Background: an optimization exercise with open tools, aiming at small area, a short achievable clock period and few clock cycles per item. Do not read the settings as production practice. The RTL was checked by simulation tests, not by an equivalence proof against the original design. Power and IR drop assume default switching activity.

$ cat flow/config.mk
export PLATFORM = sky130hd
export DESIGN_NAME = tlb_fifo_lru_replacement_unit
export DESIGN_NICKNAME = tlb_fifo_lru_replacement_unit
export VERILOG_FILES = /design/flow/design.v
export SDC_FILE = /design/flow/constraint.sdc
export NUM_CORES = 4
export LEC_CHECK = 0
export CAP_MARGIN = 20
export CORE_MARGIN = 2
export CORE_UTILIZATION = 50
export CTS_CLUSTER_DIAMETER = 100
export CTS_CLUSTER_SIZE = 20
export SETUP_SLACK_MARGIN = 4.15
export SLEW_MARGIN = 20
$ cat flow/constraint.sdc
create_clock -name core_clock -period 7.5 [get_ports {clk}]
set_input_delay 1.5000 -clock core_clock [delete_from_list [all_inputs] [get_ports {clk}]]
set_output_delay 1.5000 -clock core_clock [all_outputs]
set_load 0.01 [all_outputs]
$ cat flow/design.v
package tlbfl_pkg;
  localparam int unsigned DEF_ENTRIES = 16;
  localparam int unsigned PID_W       = 16;
  localparam int unsigned PAGE_W      = 20;
  localparam int unsigned FRAME_W     = 20;
  localparam int unsigned CAP_W       = 5;
  localparam int unsigned CFG_ADDR_W  = 3;
  localparam int unsigned CFG_DATA_W  = 32;
  localparam logic MODE_FIFO  = 1'b0;
  localparam logic MODE_LRU   = 1'b1;
  localparam logic REQ_LOOKUP = 1'b0;
  localparam logic REQ_ADD    = 1'b1;
  localparam logic REG_MODE   = 1'b0;
  localparam logic REG_CAP    = 1'b1;
  typedef struct packed {
    logic [PID_W-1:0]   pid;
    logic [PAGE_W-1:0]  page;
    logic [FRAME_W-1:0] frame;
  } entry_t;
  typedef struct packed {
    logic              cmp_en;
    logic              upd_en;
    logic              mode;
    logic              dec_en;
    logic              evict;
    logic              promote;
    logic              append;
    logic [PID_W-1:0]  key_pid;
    logic [PAGE_W-1:0] key_page;
    entry_t            new_ent;
  } cell_ctrl_t;
  typedef struct packed {
    logic               found;
    logic [FRAME_W-1:0] frame;
  } hit_chain_t;
  typedef struct packed {
    logic              found;
    logic [PAGE_W-1:0] page;
  } vic_chain_t;
endpackage
module tlbfl_regs (
  input  logic                              clk,
  input  logic                              rst_n,
  input  logic                              cfg_psel,
  input  logic                              cfg_penable,
  input  logic                              cfg_pwrite,
  input  logic [tlbfl_pkg::CFG_ADDR_W-1:0]  cfg_paddr,
  input  logic [tlbfl_pkg::CFG_DATA_W-1:0]  cfg_pwdata,
  output logic [tlbfl_pkg::CFG_DATA_W-1:0]  cfg_prdata,
  output logic                              cfg_pready,
  output logic                              mode,
  output logic [tlbfl_pkg::CAP_W-1:0]       capacity
);
  logic             mode_r;
  logic [tlbfl_pkg::CAP_W-1:0] cap_r;
  logic             wr_en;
  logic             reg_idx;
  assign cfg_pready = 1'b1;
  assign wr_en      = cfg_psel && cfg_penable && cfg_pwrite && cfg_pready;
  assign reg_idx    = cfg_paddr[2];
  always_ff @(posedge clk) begin
    if (!rst_n) begin
      mode_r <= tlbfl_pkg::MODE_FIFO;
      cap_r  <= '0;
    end else if (wr_en) begin
      unique case (reg_idx)
        tlbfl_pkg::REG_MODE: mode_r <= cfg_pwdata[0];
        tlbfl_pkg::REG_CAP:  cap_r  <= cfg_pwdata[tlbfl_pkg::CAP_W-1:0];
        default: ;
      endcase
    end
  end
  always_comb begin
    cfg_prdata = '0;
    unique case (reg_idx)
      tlbfl_pkg::REG_MODE: cfg_prdata[0]       = mode_r;
      tlbfl_pkg::REG_CAP:  cfg_prdata[tlbfl_pkg::CAP_W-1:0] = cap_r;
      default: ;
    endcase
  end
  assign mode     = mode_r;
  assign capacity = cap_r;
endmodule
module tlbfl_cell (
  input  logic                         clk,
  input  logic                         wr_en,
  input  logic [tlbfl_pkg::PID_W-1:0]   wr_pid,
  input  logic [tlbfl_pkg::PAGE_W-1:0]  wr_page,
  input  logic [tlbfl_pkg::FRAME_W-1:0] wr_frame,
  input  logic [tlbfl_pkg::PID_W-1:0]   key_pid,
  input  logic [tlbfl_pkg::PAGE_W-1:0]  key_page,
  output logic                         eq,
  output logic [tlbfl_pkg::PAGE_W-1:0]  page,
  output logic [tlbfl_pkg::FRAME_W-1:0] frame
);
  logic [tlbfl_pkg::PID_W-1:0] pid_r;
  logic [tlbfl_pkg::PAGE_W-1:0] page_r;
  logic [tlbfl_pkg::FRAME_W-1:0] frame_r;
  always_ff @(posedge clk) begin
    if (wr_en) begin
      pid_r   <= wr_pid;
      page_r  <= wr_page;
      frame_r <= wr_frame;
    end
  end
  assign eq    = (pid_r == key_pid) && (page_r == key_page);
  assign page  = page_r;
  assign frame = frame_r;
endmodule
module tlb_fifo_lru_replacement_unit #(
  parameter int unsigned ENTRIES = tlbfl_pkg::DEF_ENTRIES
) (
  input  logic                              clk,
  input  logic                              rst_n,
  input  logic                              in_valid,
  output logic                              in_ready,
  input  logic                              in_req_type,
  input  logic [tlbfl_pkg::PID_W-1:0]       in_proc_id,
  input  logic [tlbfl_pkg::PAGE_W-1:0]      in_page_num,
  input  logic [tlbfl_pkg::FRAME_W-1:0]     in_frame_in,
  output logic                              out_valid,
  input  logic                              out_ready,
  output logic                              out_hit,
  output logic [tlbfl_pkg::FRAME_W-1:0]     out_frame_out,
  output logic                              out_evicted,
  output logic [tlbfl_pkg::PAGE_W-1:0]      out_evicted_page,
  input  logic                              cfg_psel,
  input  logic                              cfg_penable,
  input  logic                              cfg_pwrite,
  input  logic [tlbfl_pkg::CFG_ADDR_W-1:0]  cfg_paddr,
  input  logic [tlbfl_pkg::CFG_DATA_W-1:0]  cfg_pwdata,
  output logic [tlbfl_pkg::CFG_DATA_W-1:0]  cfg_prdata,
  output logic                              cfg_pready
);
  localparam int unsigned N  = 16;
  localparam int unsigned PW = tlbfl_pkg::PID_W;
  localparam int unsigned GW = tlbfl_pkg::PAGE_W;
  localparam int unsigned FW = tlbfl_pkg::FRAME_W;
  logic                        mode;
  logic [tlbfl_pkg::CAP_W-1:0] capacity;
  tlbfl_regs u_regs (
    .clk         (clk),
    .rst_n       (rst_n),
    .cfg_psel    (cfg_psel),
    .cfg_penable (cfg_penable),
    .cfg_pwrite  (cfg_pwrite),
    .cfg_paddr   (cfg_paddr),
    .cfg_pwdata  (cfg_pwdata),
    .cfg_prdata  (cfg_prdata),
    .cfg_pready  (cfg_pready),
    .mode        (mode),
    .capacity    (capacity)
  );
  logic          req_v, req_t;
  logic [PW-1:0] req_pid;
  logic [GW-1:0] req_page;
  logic [FW-1:0] req_frame;
  logic          out_valid_r;
  logic          fire, req_ld;
  assign fire     = req_v && (!out_valid_r || out_ready);
  logic          idle_q;
  assign in_ready = idle_q || out_ready;
  assign req_ld   = in_ready && in_valid;
  always_ff @(posedge clk) begin
    if (!rst_n) req_v <= 1'b0;
    else if (in_ready) req_v <= in_valid;
  end
  always_ff @(posedge clk) begin
    if (req_ld) begin
      req_t     <= in_req_type;
      req_pid   <= in_proc_id;
      req_page  <= in_page_num;
      req_frame <= in_frame_in;
    end
  end
  logic [N-1:0]         valid_q, eq, wr, wr_v;
  logic [N-1:0][GW-1:0] page_s;
  logic [N-1:0][FW-1:0] frame_s;
  for (genvar i = 0; i < N; i++) begin : g_slot
    tlbfl_cell u_cell (
      .clk      (clk),
      .wr_en    (wr[i]),
      .wr_pid   (req_pid),
      .wr_page  (req_page),
      .wr_frame (req_frame),
      .key_pid  (in_proc_id),
      .key_page (in_page_num),
      .eq       (eq[i]),
      .page     (page_s[i]),
      .frame    (frame_s[i])
    );
  end
  logic [N-1:0][N-1:0] old_q, rec_q;    
  logic [N-1:0][N-1:0] ins_bef, below;  
  for (genvar a = 0; a < N; a++) begin : g_ra
    for (genvar b = 0; b < N; b++) begin : g_rb
      if (a < b) begin : g_lt
        assign ins_bef[a][b] = old_q[a][b];
        assign below[a][b]   = !rec_q[a][b];
      end else if (a > b) begin : g_gt
        assign ins_bef[a][b] = !old_q[b][a];
        assign below[a][b]   = rec_q[b][a];
      end else begin : g_eq
        assign ins_bef[a][b] = 1'b0;
        assign below[a][b]   = 1'b0;
      end
    end
  end
  logic         same_key;
  logic [N-1:0] match_q, first_q;
  logic         hit;
  assign same_key = (in_proc_id == req_pid) && (in_page_num == req_page);
  for (genvar i = 0; i < N; i++) begin : g_first
    logic [N-1:0] older_match;
    for (genvar j = 0; j < N; j++) begin : g_j
      if (j == i) begin : g_self
        assign older_match[j] = 1'b0;
      end else begin : g_other
        assign older_match[j] = match_q[j] && ins_bef[j][i];
      end
    end
    assign first_q[i] = match_q[i] && !(|older_match);
  end
  assign hit = |match_q;
  logic en, app_q, lkp_q, lru_q;
  assign en = (capacity != '0);
  always_ff @(posedge clk) begin
    if (req_ld) begin
      match_q <= (valid_q & eq & ~wr_v) | (wr_v & {N{same_key}});
      app_q   <= en && (in_req_type == tlbfl_pkg::REQ_ADD);
      lkp_q   <= en && (in_req_type == tlbfl_pkg::REQ_LOOKUP);
      lru_q   <= en && (in_req_type == tlbfl_pkg::REQ_LOOKUP) &&
                 (mode == tlbfl_pkg::MODE_LRU);
    end
  end
  logic [N-1:0] fifo_vic_q, lru_vic_q, fifo_rest, lru_rest, fifo_2nd, lru_2nd;
  logic [N-1:0] fifo_vic_n, lru_vic_n, free_q, free_n, ins_q, ins_n, top;
  logic         empty;
  assign fifo_rest = valid_q & ~fifo_vic_q;
  assign lru_rest  = valid_q & ~lru_vic_q;
  assign empty     = !valid_q[0];
  for (genvar i = 0; i < N; i++) begin : g_sel
    logic [N-1:0] not_after, not_above;
    for (genvar j = 0; j < N; j++) begin : g_j
      if (j == i) begin : g_self
        assign not_after[j] = 1'b1;
        assign not_above[j] = 1'b1;
      end else begin : g_other
        assign not_after[j] = !fifo_rest[j] || ins_bef[i][j];
        assign not_above[j] = !lru_rest[j] || below[i][j];
      end
    end
    assign fifo_2nd[i] = fifo_rest[i] && (&not_after);
    assign lru_2nd[i]  = lru_rest[i] && (&not_above);
  end
  logic [4:0] cnt_q, cnt_n;
  logic       full_q, full_n, do_app, grow;
  logic [N-1:0] arm_q, arm_n;
  logic         req_v_n, app_n;
  logic       res_hit, res_ev;
  logic [FW-1:0] res_val;
  assign do_app  = fire && app_q;
  assign grow    = do_app && !full_q;
  assign wr_v    = arm_q;
  assign wr      = (!out_valid_r || out_ready) ? arm_q : '0;
  assign top     = wr | ((fire && lru_q) ? first_q : '0);
  assign res_hit = lkp_q && hit;
  assign res_ev  = app_q && full_q;
  always_comb begin
    res_val = '0;
    for (int i = 0; i < N; i++) begin
      res_val = res_val | (frame_s[i] & {FW{first_q[i] && lkp_q}})
                        | (page_s[i]  & {GW{ins_q[i] && app_q}});
    end
  end
  always_comb begin
    fifo_vic_n = fifo_vic_q;
    lru_vic_n  = lru_vic_q;
    if (|(wr & fifo_vic_q))  fifo_vic_n = (|fifo_rest) ? fifo_2nd : wr;
    else if (empty)          fifo_vic_n = wr;
    if (|(top & lru_vic_q))  lru_vic_n  = (|lru_rest) ? lru_2nd : top;
    else if (empty)          lru_vic_n  = top;
  end
  logic [4:0]   cnt_inc;
  logic         full_s, full_g;
  logic [N-1:0] vic_n, free_inc;
  assign cnt_inc  = cnt_q + 5'd1;
  assign free_inc = {free_q[N-2:0], 1'b0};
  assign full_s   = (cnt_q >= capacity) || cnt_q[4];
  assign full_g   = (cnt_inc >= capacity) || cnt_inc[4];
  assign vic_n    = (mode == tlbfl_pkg::MODE_LRU) ? lru_vic_n : fifo_vic_n;
  assign cnt_n    = grow ? cnt_inc : cnt_q;
  assign free_n   = grow ? free_inc : free_q;
  assign full_n   = grow ? full_g : full_s;
  assign ins_n    = grow ? (full_g ? vic_n : free_inc) : (full_s ? vic_n : free_q);
  always_ff @(posedge clk) begin
    if (!rst_n) begin
      valid_q <= '0;
      cnt_q   <= '0;
      free_q  <= N'(1);
    end else begin
      valid_q <= valid_q | wr;
      cnt_q   <= cnt_n;
      free_q  <= free_n;
    end
  end
  assign req_v_n = in_ready ? in_valid : req_v;
  assign app_n   = req_ld ? (en && (in_req_type == tlbfl_pkg::REQ_ADD)) : app_q;
  assign arm_n   = (req_v_n && app_n) ? ins_n : '0;
  always_ff @(posedge clk) begin
    if (!rst_n) arm_q <= '0;
    else        arm_q <= arm_n;
  end
  always_ff @(posedge clk) begin
    fifo_vic_q <= fifo_vic_n;
    lru_vic_q  <= lru_vic_n;
    ins_q      <= ins_n;
    full_q     <= full_n;
  end
  for (genvar a = 0; a < N; a++) begin : g_wa
    for (genvar b = a + 1; b < N; b++) begin : g_wb
      always_ff @(posedge clk) begin
        if (wr[a])      old_q[a][b] <= 1'b0;
        else if (wr[b]) old_q[a][b] <= 1'b1;
        if (top[a])      rec_q[a][b] <= 1'b1;
        else if (top[b]) rec_q[a][b] <= 1'b0;
      end
    end
  end
  logic          out_hit_r, out_ev_r;
  logic [FW-1:0] out_val_r;
  always_ff @(posedge clk) begin
    if (!rst_n) begin
      out_valid_r <= 1'b0;
      idle_q      <= 1'b1;
    end else begin
      out_valid_r <= fire || (out_valid_r && !out_ready);
      idle_q      <= !req_v_n || !(fire || (out_valid_r && !out_ready));
    end
  end
  always_ff @(posedge clk) begin
    if (fire) begin
      out_hit_r   <= res_hit;
      out_val_r   <= res_val;
      out_ev_r    <= res_ev;
    end
  end
  assign out_valid        = out_valid_r;
  assign out_hit          = out_hit_r;
  assign out_frame_out    = out_val_r & {FW{out_hit_r}};
  assign out_evicted      = out_ev_r;
  assign out_evicted_page = out_val_r & {GW{out_ev_r}};
endmodule
$ cat flow/run.sh
#!/bin/bash
# synth_recipe.tcl (not shown) runs the flow's synth.tcl, then flattens the netlist and writes it again
# the make line also repeats each setting of config.mk as NAME=value (left out here)
make -C /OpenROAD-flow-scripts/flow DESIGN_CONFIG=/design/flow/config.mk WORK_HOME=/design/flow/orfs CLKGATE_MAP_FILE= SYNTH_SCRIPT=/design/flow/synth_recipe.tcl finish
==> insert_results.sql, run 1 <==
INSERT INTO impl_metrics (metric_group, metric, value, unit) VALUES
('floorplan', 'std_cell_rows', '124', ''),
('synthesis', 'synth_cell_type_count', '74', ''),
('sta', 'timing.final.setup_violations', '0', ''),
('sta', 'timing.setup.tns', '0', 'ps'),
('hold_path', 'whs_endpoint', 'below[203]$_SDFFE_PP1P_', ''),
('floorplan', 'chipWidth', '343', 'microns'),
('sta', 'maxSlewHeadroom', '28.3', '%'),
('finish', 'area_growth_syn_to_layout', '11.3', '%'),
('global_route', 'grt_pass1_wl', '315000', 'microns'),
('critical_path', 'critPathKind', 'in -> out', ''),
('routing', 'drt_first_pass_iters', '7', ''),
('floorplan', 'die_height', '343', 'microns'),
('sta', 'fmax', '0.285', 'GHz'),
('synthesis', 'synthesis.area', '57400', 'sq um'),
('finish', 'final.fill_count', '9688', ''),
('clock_tree', 'path_clk_slew', '80', 'ps'),
('clock_tree', 'worstSkewPairLatency', '720', 'ps'),
('pwr', 'p_leak', '21.9', 'nW'),
('sta', 'finalCriticalPeriod', '3510', 'ps'),
('job', 'maxCapViolCount', '0', ''),
('clock_tree', 'cts_root_buf', 'clkbuf_16', ''),
('clock_tree', 'tritoncts.num_buffers', '77', ''),
('hold_path', 'timing.hold.worst.class', 'reg -> reg', ''),
('critical_path', 'critical_path_required', '6000', 'ps'),
('floorplan', 'top_level_port_count', '176', ''),
('synthesis', 'synth_top_flop_cell', 'edfxtp_1', ''),
('synthesis', 'synthCells', '4562', ''),
('sta', 'worstMarginPinSlew', '1080', 'ps'),
('finish', 'finish.net_count', '4802', ''),
('routing', 'routedWlPerCell', '37.0', 'microns'),
('synthesis', 'postSynthRegisterBits', '1344', ''),
('critical_path', 'critical_path_arrival', '2010', 'ps'),
('critical_path', 'crit_reg_reg_startpoint', 'app_q$_DFF_P_', ''),
('clock_tree', 'clock_tree_from_tritoncts', 'yes', ''),
('synthesis', 'ys_async_sr_fraction', '0', '%'),
('sta', 'final_min_period_over_clock_period', '46.9', '%'),
('sta', 'maxSlewViolCount', '0', ''),
('floorplan', 'core_area', '114000', 'sq um'),
('critical_path', 'timing.critical_path.fanout_max', '6', ''),
('floorplan', 'die-area', '118000', 'sq um'),
('synthesis', 'synth-simple-area-share', '11.0', '%'),
('outcome', 'run_status', 'finished clean', ''),
('synthesis', 'synth_adder_area_share', '0.240', '%'),
('routing', 'detailroute.via_count', '42000', ''),
('pwr', 'vdd_drop_max', '0.202', 'mV'),
('placement', 'dp.final_hpwl', '148000', 'microns'),
('synthesis', 'synth_xor_area_share', '9.23', '%'),
('pwr', 'powerDensity', '209', 'nW/um^2'),
('routing', 'drt_drc_violations_left', '0', ''),
('sta', 'setup_repair_after_global_routing_missed_its_margin', 'true', ''),
('hold_path', 'hold-path-cell-count', '2', ''),
('sta', 'finalHoldViolations', '0', ''),
('global_route', 'grt_use_total', '38.6', '%'),
('global_route', 'overflow', '0', ''),
('routing', 'routed_via_density', '6.75', ''),
('synthesis', 'largest_family_of_logic_cells_by_synthesized_area', 'compound AO/OA/AOI/OAI gates', ''),
('critical_path', 'setup.worst_path.start', 'cfg_paddr[2]', ''),
('routing', 'ant_nets', '0', ''),
('synthesis', 'yosys_warnings', '3', ''),
('clock_tree', 'h-tree-depth', '3', ''),
('global_route', 'initial_antenna_violation_count', '11', ''),
('floorplan', 'floorplan.initialDensity', '50.3', '%'),
('clock_tree', 'clock_sinks', '1344', ''),
('finish', 'finish.cell_count_without_fillers', '6230', ''),
('placement', 'dpl.cell_count', '6068', ''),
('synthesis', 'synth_seq_area_share', '64.1', '%'),
('routing', 'drt_iter0_markers', '6398', ''),
('synthesis', 'post_synth_mux_area_share', '0.673', '%'),
('critical_path', 'r2r_setup_slack', '4150', 'ps'),
('synthesis', 'synth_enable_flop_cells', '992', ''),
('sta', 'layout_skew', '26.4', 'ps');
-- final cells by class --
class | instances | area, sq um | share of cell area (%)
Clock inverter | 11 | 161 | 0.253
Tap cell | 1512 | 1890 | 2.96
Timing Repair Buffer | 329 | 2950 | 4.62
Clock buffer | 92 | 1980 | 3.10
Multi-Input combinational cell | 2867 | 19800 | 30.9
Antenna cell | 2 | 5.00 | 0.00783
Sequential cell | 1344 | 36800 | 57.6
Inverter | 73 | 312 | 0.488
-- cell families (layout without fill, tap and decap cells) --
family                     after synthesis  count (layout)
and+or+nand+nor                       1291            1291
xor gates and xnor gates               605             605
other                                    2              30
muxes                                   37              37
AOI/OAI and AO/OA                      895             895
adders and majority gates               11              11
DFF                                   1344            1344
buffers and inverters                  377             505
-- worst max path at each step --
| stage | end | depth (start not counted) | slack, ps |
|---|---|---|---|
| final | cfg_prdata[0] | 3 | 3990 |
| after global routing | cfg_prdata[0] | 3 | 3980 |
| after CTS | cfg_prdata[0] | 3 | 3980 |
| after detailed placement | match_q[3]$_DFFE_PP_ | 8 | 2480 |
| after global placement | match_q[3]$_DFFE_PP_ | 8 | 2480 |
| after floorplan | ins_q[14]$_DFF_P_ | 9 | 3930 |
-- power breakdown --
group          total (mW)  leakage (nW)  internal, mW  switching [mW]
Sequential           8.17          11.8          8.05           0.121
Clock                4.43          1.03          1.91            2.52
Combinational       0.771          9.01         0.268           0.503
Total                13.4          21.9          10.2            3.15
-- registers in the layout, indices dropped and copies added (netlist names), 5 cells and up --
name / flops
g_slot.u_cell.pid_r: 256
arm_q: 16
ins_q: 16
free_q: 16
lru_vic_q: 16
out_val_r: 20
u_regs.cap_r: 5
cnt_q: 5
g_slot.u_cell.frame_r: 320
below: 120
req_page: 20
valid_q: 16
req_pid: 16
ins_bef: 120
g_slot.u_cell.page_r: 320
req_frame: 20
fifo_vic_q: 16
match_q: 16
-- cells in the mapped netlist, types with 15 or more instances --
| master | count | area share, % |
|---|---|---|
| edfxtp_1 | 992 | 52 |
| xnor2_1 | 473 | 7.2 |
| nand2_1 | 414 | 2.7 |
| dfxtp_1 | 352 | 12 |
| nor2_1 | 297 | 1.9 |
| clkbuf_1 | 236 | 1.5 |
| a22oi_1 | 166 | 2.2 |
| nand4_1 | 155 | 1.7 |
| a221oi_1 | 137 | 2.1 |
| xor2_1 | 132 | 2.0 |
| a22o_1 | 115 | 1.8 |
| nor4_1 | 95 | 1.0 |
| nand2b_1 | 93 | 1.0 |
| o22ai_1 | 93 | 1.0 |
| and2_1 | 92 | 1.0 |
| o21ai_0 | 67 | 0.58 |
| inv_1 | 65 | 0.42 |
| nand3_1 | 62 | 0.54 |
| o2111ai_1 | 50 | 0.76 |
| a21oi_1 | 47 | 0.41 |
| nor2b_1 | 34 | 0.37 |
| a222oi_1 | 33 | 0.58 |
| a21o_1 | 32 | 0.42 |
| buf_4 | 29 | 0.38 |
| mux2i_1 | 27 | 0.47 |
| a2111oi_0 | 24 | 0.37 |
| buf_2 | 24 | 0.21 |
| o21a_1 | 24 | 0.31 |
| a21boi_0 | 21 | 0.27 |
| a32o_1 | 16 | 0.28 |
| o211ai_1 | 15 | 0.20 |
-- routing by layer --
layer	vias up	GRT usage (%)	share of wire, %
li1	17300	-	-
met1	21200	52.3	38
met2	2914	58.7	44
met3	663	8.28	11
met4	10	20.3	6.6
met5	-	0	0.028
-- repair_timing --
action	in CTS	in global routing
cloned	0	2
endpoints found under the hold margin	0	0
pin swaps	6	8
buffers inserted	49	6
resized for setup	167	64
setup endpoints to repair	545	112
hold buffers	0	0
-- critical path: stages --
cell and delay [ps]:
buf_8 100, mux2_4 290, buf_6 120
-- through the flow --
stage / area (sq um) / util, % / hold slack (ps) / power (mW) / setup WS, ps
floorplan: 57700 / - / 430 / 8.68 / 3930
global placement: 60700 / 53.1 / 445 / 9.04 / 2480
detailed placement: 60700 / 53.1 / 452 / 9.05 / 2480
CTS: 63600 / 55.7 / 465 / 13.4 / 3980
global route: 63900 / 56.0 / 480 / 13.6 / 3980
finish: 63900 / 56.0 / 466 / 13.4 / 3990
Testbench counts, summed over its fixed seeds: cycles 17,632, items 17,600.
==> run 2: changes to the inputs <==
--- a/flow/config.mk
+++ b/flow/config.mk
@@ -8,7 +8,7 @@
 export CAP_MARGIN = 20
 export CORE_MARGIN = 2
 export CORE_UTILIZATION = 50
-export CTS_CLUSTER_DIAMETER = 100
-export CTS_CLUSTER_SIZE = 20
+export CTS_CLUSTER_DIAMETER = 110
+export CTS_CLUSTER_SIZE = 24
 export SETUP_SLACK_MARGIN = 4.15
 export SLEW_MARGIN = 20
==> run 2 against run 1 <==
Register-to-register slack is essentially flat. Die area is the same. Clock skew grew 13 ps. Critical endpoint is now match_q[14]$_DFFE_PP_. Sequential cell count is the same. Critical path depth grew 3. Worst setup slack lost 46 ps. Area after synthesis is the same. Still clean on timing, DRC and antenna. Largest cell class unchanged. Non-clock buffer count is the same.
==> insert_results.sql, run 2 <==
INSERT INTO impl_metrics (metric_group, metric, value, unit) VALUES
('critical_path', 'timing.rr.end', 'arm_q[2]$_SDFF_PN0_', ''),
('clock_tree', 'path_clk_slew', '110', 'ps'),
('synthesis', 'post_synth_top_area_share', '51.9', '%'),
('placement', 'io_buffer_count', '118', ''),
('routing', 'routed_wirelength', '230000', 'microns'),
('finish', 'reg.largest.list', 'g_slot.u_cell.frame_r: 320 flops, g_slot.u_cell.page_r: 320 flops, g_slot.u_cell.pid_r: 256 flops', ''),
('sta', 'maxSlewViolCount', '0', ''),
('sta', 'maxSlewHeadroom', '27.0', '%'),
('pwr', 'powerDensity', '206', 'nW/um^2'),
('finish', 'finish.cell_count_without_fillers', '6215', ''),
('synthesis', 'average_instance_area_after_synthesis', '12.6', 'sq um'),
('critical_path', 'setup.worst_path.start', 'in_page_num[9]', ''),
('critical_path', 'timing.critical_path.to', 'match_q[14]$_DFFE_PP_', ''),
('placement', 'detailedPlace.worstSlack', '2480', 'ps'),
('routing', 'drt_drc_violations_left', '0', ''),
('sta', 'finalHoldViolations', '0', ''),
('clock_tree', 'worstSkewPairLatency', '720', 'ps'),
('clock_tree', 'h-tree-depth', '3', ''),
('finish', 'final_util', '55.7', '%'),
('synthesis', 'synthesis.area', '57400', 'sq um'),
('finish', 'commonest_cells_after_routing_fill_and_taps_aside', '992 x edfxtp_1, 470 x xnor2_1, 413 x nand2_1, 352 x dfxtp_1, 290 x nor2_1', ''),
('finish', 'finish.net_count', '4792', ''),
('global_route', 'grt_pass1_wl', '315000', 'microns'),
('floorplan', 'std_cell_rows', '124', ''),
('global_route', 'grt_use_total', '38.6', '%'),
('routing', 'drt_iter0_markers', '6892', ''),
('clock_tree', 'clock_path_buffers', '3', ''),
('finish', 'drive_gt1_share', '9.55', '%'),
('pwr', 'p_leak', '21.7', 'nW'),
('placement', 'gp_congestion', '1.03', ''),
('sta', 'setup_repair_after_global_routing_missed_its_margin', 'true', ''),
('pwr', 'vdd_drop_max', '0.232', 'mV'),
('floorplan', 'core_area', '114000', 'sq um'),
('routing', 'routedWlPerCell', '37.1', 'microns'),
('critical_path', 'timing.critical_path.from_type', 'input port', ''),
('sta', 'fmax', '0.281', 'GHz'),
('synthesis', 'synthCells', '4562', ''),
('finish', 'layout_commonest_cell', 'edfxtp_1', ''),
('clock_tree', 'cts_root_buf', 'clkbuf_16', ''),
('routing', 'drt_first_pass_iters', '8', ''),
('synthesis', 'synth_top_flop_cell', 'edfxtp_1', ''),
('finish', 'area_growth_syn_to_layout', '10.7', '%'),
('global_route', 'overflow', '0', ''),
('synthesis', 'ys_async_sr_fraction', '0', '%'),
('floorplan', 'die_height', '343', 'microns'),
('sta', 'layout_skew', '39.6', 'ps'),
('critical_path', 'crit_reg_reg_startpoint', 'valid_q[2]$_SDFF_PN0_', ''),
('global_route', 'number_of_global_route_vias_before_repair', '38800', ''),
('hold_path', 'timing.hold.worst.class', 'reg -> reg', ''),
('floorplan', 'die-area', '118000', 'sq um'),
('floorplan', 'floorplan.initialDensity', '50.3', '%'),
('synthesis', 'postSynthRegisterBits', '1344', ''),
('sta', 'finalCriticalPeriod', '3560', 'ps'),
('outcome', 'run_status', 'finished clean', ''),
('finish', 'finalInstanceArea', '63600', 'sq um'),
('critical_path', 'critical_path_arrival', '4100', 'ps'),
('sta', 'setup_slack', '3940', 'ps'),
('routing', 'detailroute.via_count', '41900', ''),
('critical_path', 'timing.critical_path.fanout_max', '18', ''),
('clock_tree', 'tritoncts.num_buffers', '66', ''),
('placement', 'dpl.cell_count', '6068', ''),
('synthesis', 'synth_seq_area_share', '64.1', '%'),
('sta', 'worst_hold_slack', '469', 'ps'),
('critical_path', 'worst_case_reg_to_reg_path_depth', '7', ''),
('synthesis', 'synth_top_cell_by_area', 'edfxtp_1', ''),
('critical_path', 'critPathKind', 'in -> reg', ''),
('global_route', 'initial_antenna_violation_count', '8', ''),
('synthesis', 'synth_most_common_cell', 'edfxtp_1', ''),
('pwr', 'power.total', '13.1', 'mW'),
('floorplan', 'top_level_port_count', '176', ''),
('synthesis', 'synth_enable_flop_cells', '992', ''),
('sta', 'timing.final.setup_violations', '0', ''),
('critical_path', 'r2r_setup_slack', '4160', 'ps'),
('critical_path', 'critical_path_required', '8040', 'ps'),
('sta', 'timing.setup.tns', '0', 'ps'),
('placement', 'dp.final_hpwl', '148000', 'microns'),
('placement', 'detailed_place.area', '60700', 'sq um'),
('routing', 'ant_nets', '0', ''),
('synthesis', 'synth_cell_type_count', '74', ''),
('global_route', 'grt_start_max_net_pins', '52', ''),
('clock_tree', 'clock_sinks', '1344', ''),
('clock_tree', 'clock_tree_from_tritoncts', 'yes', ''),
('hold_path', 'hold_start', 'below[203]$_SDFFE_PP1P_', ''),
('floorplan', 'chipWidth', '343', 'microns'),
('synthesis', 'yosys-top-cells-count', '992 x edfxtp_1, 473 x xnor2_1, 414 x nand2_1, 352 x dfxtp_1, 297 x nor2_1', ''),
('critical_path', 'setup.worst_path.end_class', 'flop', ''),
('sta', 'final_min_period_over_clock_period', '47.5', '%'),
('routing', 'routed_via_density', '6.74', ''),
('synthesis', 'yosys-top-cells-area', 'edfxtp_1 52%, dfxtp_1 12%, xnor2_1 7.2%', ''),
('job', 'maxCapViolCount', '0', ''),
('synthesis', 'yosys_warnings', '3', ''),
('sta', 'worstMarginPinSlew', '1100', 'ps');
-- run 2: worst min-delay path by stage --
| stage | to | cells past startpoint |
|---|---|---|
| after floorplan | below[219]$_SDFFE_PP1P_ | 2 |
| after global placement | below[195]$_SDFFE_PP1P_ | 2 |
| after detailed placement | below[195]$_SDFFE_PP1P_ | 2 |
| after CTS | below[182]$_SDFFE_PP1P_ | 2 |
| after global routing | below[197]$_SDFFE_PP1P_ | 2 |
| final | below[203]$_SDFFE_PP1P_ | 2 |
-- run 2: repair_timing --
| item | CTS | global route |
|---|---|---|
| gates resized for setup | 178 | 78 |
| gates cloned | 1 | 2 |
| pin swaps | 9 | 10 |
| hold buffers | 0 | 0 |
| endpoints found under the setup margin | 595 | 119 |
| buffers inserted | 48 | 7 |
-- run 2: area by class of cell --
cell class | instances | area [sq um]
clock buffers | 79 | 1730
inverters | 73 | 313
fillers | 9717 | 50600
clock inverters | 9 | 143
well taps | 1512 | 1890
repair buffers | 329 | 2940
flip-flops and latches | 1344 | 36800
multi-input cells | 2868 | 19700
diodes | 1 | 2.50
-- run 2: cell families (layout without fill, tap and decap cells) --
logic type | Yosys count | after routing | share of synthesized area [%]
DFF | 1344 | 1344 | 64.1
other | 2 | 29 | 0.0131
buffers and inverters | 377 | 490 | 2.73
muxes | 37 | 37 | 0.673
xor gates and xnor gates | 605 | 605 | 9.23
and+or+nand+nor | 1291 | 1292 | 11.0
adders and majority gates | 11 | 11 | 0.240
AOI/OAI and AO/OA | 895 | 895 | 12.0
-- run 2: power breakdown --
group	total (mW)	switching (mW)	internal (mW)
logic	0.772	0.503	0.269
clock network	4.13	2.45	1.68
registers	8.18	0.121	8.05
-- run 2: per-layer routing --
metal | track usage [%] | vias up | wire (microns)
met5 | 0 | - | 46
met4 | 19.9 | 6 | 14900
met3 | 7.69 | 590 | 25300
met2 | 58.7 | 2907 | 102000
met1 | 52.9 | 21100 | 88500
li1 | - | 17200 | -
-- run 2: critical path: stages --
cell	delay, ps
clkdlybuf4s50_1	460
buf_4	330
xor2_1	200
nor4_1	810
nand4_1	460
o21ai_0	320
==> run 3: changes to the inputs <==
--- a/flow/config.mk
+++ b/flow/config.mk
@@ -7,7 +7,7 @@
 export LEC_CHECK = 0
 export CAP_MARGIN = 20
 export CORE_MARGIN = 2
-export CORE_UTILIZATION = 50
+export CORE_UTILIZATION = 40
 export CTS_CLUSTER_DIAMETER = 110
 export CTS_CLUSTER_SIZE = 24
 export SETUP_SLACK_MARGIN = 4.15
==> run 3 against run 2 <==
Maximum frequency rose by 1.4%. Clock power is 2% higher. Combinational power barely moved. Largest cell class unchanged. Worst setup slack better by 49 ps. Still clean. Hold slack got worse by 2.7 ps. Clock-buffer cell count grew 7. Sequential share of layout area fell by 0.50 points. Largest power group unchanged.
==> insert_results.sql, run 3 <==
INSERT INTO impl_metrics (metric_group, metric, value, unit) VALUES
('routing', 'routed_via_density', '6.35', ''),
('placement', 'dpl.cell_count', '6471', ''),
('synthesis', 'synth_cell_type_count', '74', ''),
('routing', 'ant_nets', '0', ''),
('pwr', 'powerDensity', '205', 'nW/um^2'),
('global_route', 'grt_start_max_net_pins', '57', ''),
('sta', 'worstMarginPinSlew', '1170', 'ps'),
('pwr', 'vdd_drop_max', '0.206', 'mV'),
('placement', 'gp_congestion', '0.985', ''),
('clock_tree', 'h-tree-depth', '3', ''),
('critical_path', 'setup.worst_path.end_class', 'output pin', ''),
('synthesis', 'synth_top_cell_by_area', 'edfxtp_1', ''),
('synthesis', 'yosys-top-cells-count', '992 x edfxtp_1, 473 x xnor2_1, 414 x nand2_1, 352 x dfxtp_1, 297 x nor2_1', ''),
('finish', 'commonest_cells_after_routing_fill_and_taps_aside', '992 x edfxtp_1, 469 x xnor2_1, 412 x nand2_1, 351 x dfxtp_1, 290 x nor2_1', ''),
('placement', 'io_buffer_count', '118', ''),
('critical_path', 'critPathKind', 'in -> out', ''),
('sta', 'final_min_period_over_clock_period', '46.8', '%'),
('clock_tree', 'cts_root_buf', 'clkbuf_16', ''),
('sta', 'timing.final.setup_violations', '0', ''),
('sta', 'maxSlewHeadroom', '21.3', '%'),
('critical_path', 'timing.critical_path.fanout_max', '5', ''),
('sta', 'finalHoldViolations', '0', ''),
('routing', 'drt_iter0_markers', '6627', ''),
('routing', 'drt_drc_violations_left', '0', ''),
('global_route', 'overflow', '0', ''),
('sta', 'setup_repair_after_global_routing_missed_its_margin', 'true', ''),
('pwr', 'p_leak', '21.6', 'nW'),
('hold_path', 'timing.hold.worst.class', 'reg -> reg', ''),
('finish', 'drive_gt1_share', '10.5', '%'),
('finish', 'finish.net_count', '4786', ''),
('finish', 'finish.cell_count_without_fillers', '6612', ''),
('clock_tree', 'cts-hold-fix-buffers', '0', ''),
('finish', 'layout_commonest_cell', 'edfxtp_1', ''),
('synthesis', 'post_synth_top_area_share', '51.9', '%'),
('clock_tree', 'clock_path_buffers', '3', ''),
('global_route', 'grt_use_total', '30.7', '%'),
('synthesis', 'average_instance_area_after_synthesis', '12.6', 'sq um'),
('synthesis', 'synth_top_flop_cell', 'edfxtp_1', ''),
('floorplan', 'top_level_port_count', '176', ''),
('critical_path', 'critical_path_required', '6000', 'ps'),
('synthesis', 'postSynthRegisterBits', '1344', ''),
('clock_tree', 'tritoncts.num_buffers', '67', ''),
('synthesis', 'yosys-top-cells-area', 'edfxtp_1 52%, dfxtp_1 12%, xnor2_1 7.2%', ''),
('finish', 'reg.largest.list', 'g_slot.u_cell.frame_r: 320 flops, g_slot.u_cell.page_r: 320 flops, g_slot.u_cell.pid_r: 256 flops', ''),
('synthesis', 'synth_most_common_cell', 'edfxtp_1', ''),
('sta', 'maxSlewViolCount', '0', ''),
('floorplan', 'std_cell_rows', '139', ''),
('synthesis', 'synthCells', '4562', ''),
('global_route', 'initial_antenna_violation_count', '11', ''),
('synthesis', 'synth_enable_flop_cells', '992', ''),
('clock_tree', 'worstSkewPairLatency', '720', 'ps'),
('job', 'maxCapViolCount', '0', ''),
('placement', 'dp.final_hpwl', '148000', 'microns'),
('critical_path', 'worst_case_reg_to_reg_path_depth', '8', ''),
('sta', 'fmax', '0.285', 'GHz'),
('floorplan', 'core_area', '143000', 'sq um'),
('critical_path', 'timing.critical_path.from_type', 'input port', ''),
('floorplan', 'floorplan.initialDensity', '40.1', '%'),
('global_route', 'grt_pass1_wl', '316000', 'microns'),
('synthesis', 'ys_async_sr_fraction', '0', '%'),
('routing', 'detailroute.via_count', '42000', ''),
('critical_path', 'critical_path_arrival', '2010', 'ps'),
('pwr', 'power.total', '13.2', 'mW'),
('outcome', 'run_status', 'finished clean', ''),
('routing', 'routedWlPerCell', '34.7', 'microns'),
('clock_tree', 'clock_tree_from_tritoncts', 'yes', ''),
('sta', 'timing.setup.tns', '0', 'ps'),
('floorplan', 'die_height', '383', 'microns'),
('synthesis', 'synthesis.area', '57400', 'sq um'),
('floorplan', 'chipWidth', '383', 'microns'),
('synthesis', 'yosys_warnings', '3', ''),
('hold_path', 'hold-path-cell-count', '2', ''),
('sta', 'layout_skew', '27.7', 'ps'),
('floorplan', 'die-area', '147000', 'sq um'),
('global_route', 'number_of_global_route_vias_before_repair', '38900', ''),
('clock_tree', 'path_clk_slew', '100', 'ps'),
('finish', 'area_growth_syn_to_layout', '11.7', '%'),
('sta', 'finalCriticalPeriod', '3510', 'ps'),
('clock_tree', 'clock_sinks', '1344', ''),
('synthesis', 'synth_seq_area_share', '64.1', '%'),
('routing', 'routed_wirelength', '230000', 'microns'),
('routing', 'drt_first_pass_iters', '6', '');
run 3: final cells by class:
cell class / count / area (sq um)
Tap cell: 1903 / 2380
Antenna cell: 3 / 7.51
Multi-Input combinational cell: 2867 / 19800
Inverter: 73 / 312
Clock inverter: 13 / 200
Fill cell: 13000 / 79000
Sequential cell: 1344 / 36800
Clock buffer: 86 / 1750
Timing Repair Buffer: 323 / 2860
run 3: kinds of logic (layout without fill, tap and decap cells):
logic type,count (synthesis),after routing,synth area share (%)
compound gates,895,895,12.0
xor+xnor,605,605,9.23
fa+ha+maj,11,11,0.240
buf+inv,377,495,2.73
flops,1344,1344,64.1
mux,37,37,0.673
other cells,2,31,0.0131
simple gates,1291,1291,11.0
run 3: power breakdown:
part           internal (mW)  switching [mW]
registers               8.05           0.123
logic                  0.268           0.503
clock network           1.73            2.49
run 3: path summary, 6_finish.rpt:
| check | slack [ps] | to | from |
|---|---|---|---|
| worst max-delay path | 3990 | cfg_prdata[0] | cfg_paddr[2] |
| worst min-delay path | 470 | below[83]$_SDFFE_PP1P_ | below[83]$_SDFFE_PP1P_ |
| worst max register to register | 4060 | arm_q[2]$_SDFF_PN0_ | valid_q[2]$_SDFF_PN0_ |
| worst min register to register | 470 | below[83]$_SDFFE_PP1P_ | below[83]$_SDFFE_PP1P_ |
run 3: routing by layer:
metal / up-vias / track usage [%] / share of wire (%)
met3: 592 / 6.53 / 11
met5: - / 0 / 0.0044
met2: 2963 / 46.4 / 44
li1: 17200 / - / -
met4: 2 / 15.2 / 6.1
met1: 21200 / 41.8 / 39
run 3: worst max-delay path: stages:
cell,delay (ps)
buf_8,100
mux2_4,290
buf_6,120
run 3: through the flow:
stage                     util, %  area (sq um)  hold slack (ps)  setup slack, ps
final                        44.8         64200              467             3990
after global routing         44.8         64100              487             3980
after CTS                    44.7         64000              464             3980
after detailed placement     42.8         61300              450             2180
after global placement       42.8         61300              444             2130
after floorplan                 -         57700              430             3930
run 3: what timing repair did:
action / in CTS / in global routing
pin swaps: 11 / 11
setup buffers: 28 / 9
resized for setup: 219 / 109
gates cloned: 2 / 0
endpoints found under the setup margin: 731 / 98

separate check: timing with driven ports:
In the flow no input, the clock included, has a driving cell. The finished layouts below were timed again as built, in two steps. Step 1 sets driving cells, clkbuf_16 on the clock port and buf_2 on the other inputs (assumed; they add their load-dependent delay and slew). Step 2 also shifts input and output timing later by t, the mid clock arrival at the registers, as if the neighbouring blocks saw the same clock. Three values: ideal ports, drivers, drivers and shift; two values: the first two.
run	t (ns)	setup slack, ns	hold slack, ns	worst register clock-pin slew, ns
run 1	0.786	3.985 / 3.946 / 3.326	0.466 / 0.466 / 0.466	0.10 / 0.10
run 2	0.786	3.939 / 3.947 / 3.212	0.469 / 0.469 / 0.469	0.12 / 0.12
run 3	0.788	3.988 / 3.949 / 3.352	0.467 / 0.467 / 0.467	0.11 / 0.11
After both steps setup and hold are still met in every run listed. The setup slack of run 2, which loses most, moves by +0.008 ns with the drivers and by -0.727 ns with both steps.
